What follows belongs to an exercise in optimizing a design on an open flow for small area, a short achievable clock period and few clock cycles per item; a production flow would make more cautious choices.
Where RTL was checked, it was by simulation tests only, not by an equivalence proof against the original.
No activity file was given, so power comes from the tool's default toggle rates.

==> inputs of run a <==
// fpu_ss
module fpu_ss (
  input  logic                  clk_i,
  input  logic                  reset_i,
  input  logic                  issue_valid_i,
  output logic                  issue_ready_o,
  input  fpu_ss_pkg::xlen_t     issue_instr_i,
  input  fpu_ss_pkg::xlen_t     issue_rs1_i,
  input  fpu_ss_pkg::instr_id_t issue_id_i,
  output logic                  issue_accept_o,
  output logic                  issue_writeback_o,
  output logic                  result_valid_o,
  input  logic                  result_ready_i,
  output fpu_ss_pkg::instr_id_t result_id_o,
  output fpu_ss_pkg::reg_addr_t result_rd_o,
  output fpu_ss_pkg::xlen_t     result_data_o,
  output logic                  result_we_o
);
make LEC_CHECK=0 CAP_MARGIN=20 CORE_MARGIN=2 CORE_UTILIZATION=40 SLEW_MARGIN=20 SYNTH_HIERARCHICAL=1 finish   # period 5.0 ns
run.sh (not shown) runs the stock make flow with config.mk's settings and CLKGATE_MAP_FILE= SYNTH_SCRIPT=/design/flow/synth_recipe.tcl, a recipe that flattens the netlist after the stock synthesis.
==> run b: changes against run a <==
--- a/flow/design.v
+++ b/flow/design.v
@@ -139,18 +139,18 @@
   assign issue_go      = issue_valid_i & issue_ready_o;
   logic [1023:0] regs_q;
   logic [31:0]   sel_a;
   logic [31:0]   sel_b;
   logic [31:0]   a;
   logic [31:0]   b;
   always_comb begin
-    sel_a = '0;
-    sel_b = '0;
-    sel_a[issue_instr_i[19:15]] = 1'b1;
-    sel_b[issue_instr_i[24:20]] = 1'b1;
+    for (int i = 0; i < 32; i++) begin
+      sel_a[i] = (issue_instr_i[19:15] == 5'(i));
+      sel_b[i] = (issue_instr_i[24:20] == 5'(i));
+    end
   end
   fpu_ss_rdport u_rdport_a (
     .sel_i   (sel_a),
     .regs_i  (regs_q),
     .rdata_o (a)
   );
   fpu_ss_rdport u_rdport_b (
@@ -180,21 +180,27 @@
   logic [7:0] grp_lt;
   assign a_nan     = (&a[30:23]) & (|a[22:0]);
   assign b_nan     = (&b[30:23]) & (|b[22:0]);
   assign any_nan   = a_nan | b_nan;
   assign any_snan  = (a_nan & ~a[22]) | (b_nan & ~b[22]);
   assign both_zero = ~(|a[30:0]) & ~(|b[30:0]);
   assign nv        = funct3[1] ? any_snan : any_nan;
+  logic [31:0] bit_gt;
+  logic [31:0] bit_lt;
+  assign bit_gt = {1'b0, a[30:0] & ~b[30:0]};
+  assign bit_lt = {1'b0, ~a[30:0] & b[30:0]};
   always_comb begin
-    for (int g = 0; g < 7; g++) begin
-      grp_gt[g] = a[4*g +: 4] > b[4*g +: 4];
-      grp_lt[g] = a[4*g +: 4] < b[4*g +: 4];
+    for (int g = 0; g < 8; g++) begin
+      grp_gt[g] = 1'b0;
+      grp_lt[g] = 1'b0;
+      for (int k = 0; k < 4; k++) begin
+        grp_gt[g] = bit_gt[4*g+k] | (~bit_lt[4*g+k] & grp_gt[g]);
+        grp_lt[g] = bit_lt[4*g+k] | (~bit_gt[4*g+k] & grp_lt[g]);
+      end
     end
-    grp_gt[7] = a[30:28] > b[30:28];
-    grp_lt[7] = a[30:28] < b[30:28];
   end
   logic [4:0] fflags_q;
   logic [2:0] frm_q;
   logic [7:0] csr_old;
   logic [7:0] csr_new;
   always_comb begin
     case (issue_instr_i[21:20])
--- a/flow/config.mk
+++ b/flow/config.mk
@@ -4,9 +4,10 @@
 export VERILOG_FILES = /design/flow/design.v
 export SDC_FILE = /design/flow/constraint.sdc
 export NUM_CORES = 4
 export LEC_CHECK = 0
 export CAP_MARGIN = 20
 export CORE_MARGIN = 2
 export CORE_UTILIZATION = 40
+export SETUP_SLACK_MARGIN = 1.5
 export SLEW_MARGIN = 20
 export SYNTH_HIERARCHICAL = 1
==> qor summary <==
item                                                                                               run a              run b
Status                                                                                   failed layout checks  no timing/DRC/antenna violations
Layout check failures                                                                       setup timing                  -
Worst setup path start                                                                 issue_instr_i[22]  issue_instr_i[17]
Flop+latch power                                                                                 10.7 mW            10.6 mW
Share of the final layout cell area in sequential cells                                           55.51%             55.85%
Number of global-route vias before repair                                                          35062              34605
Clock-pin slew reported for the worst setup and hold paths after clock tree synthesis            0.07 ns            0.06 ns
First-pass DRT Iterations                                                                             17                 13
Compound-gate portion of the synthesized area                                                     16.14%             15.98%
Worst Min Path Start                                                                           q_id_q[2]          q_id_q[0]
Post-Synth Adder-Cell Area                                                                        1.187%             1.113%
Initial core utilization                                                                          40.28%             40.13%
Wire length after detailed routing                                                             199900 µm          179500 µm
Hold-critical path endpoint                                                                    r_id_q[2]          r_id_q[0]
Portion of total power attributed to sequential cells                                              46.9%              49.2%
Vias post-DR                                                                                       36922              35907
Testbench counts of run a, summed over its fixed seeds: cycles 24,016, items 24,000.
The RTL of run b was laid out without a check of its function.

## re-timing with driven ports
No port has a modelled driver above. Below, the same layouts with a new extraction and two added sets of constraints.
Step 1 assumes that a clkbuf_16 drives the clock port and a buf_2 every other input.
Step 2 moves the port delays by t, midway between the first and last clock arrival at a register: inputs arrive t later, outputs are due t later. That takes back most of the time a late clock gives input paths.
Three values: ideal, step 1, step 2; two values: the first two.
run | shift t [ns] | setup slack, ns | worst hold slack (ns)
run a | 0.795 | -0.003 / 0.054 / -0.741 | 0.422 / 0.422 / 0.422
run b | 0.792 | 0.956 / 0.984 / 0.193 | 0.418 / 0.418 / 0.418
For run b, which loses most, drivers alone change the setup slack by +0.028 ns; drivers and shift together by -0.763 ns.
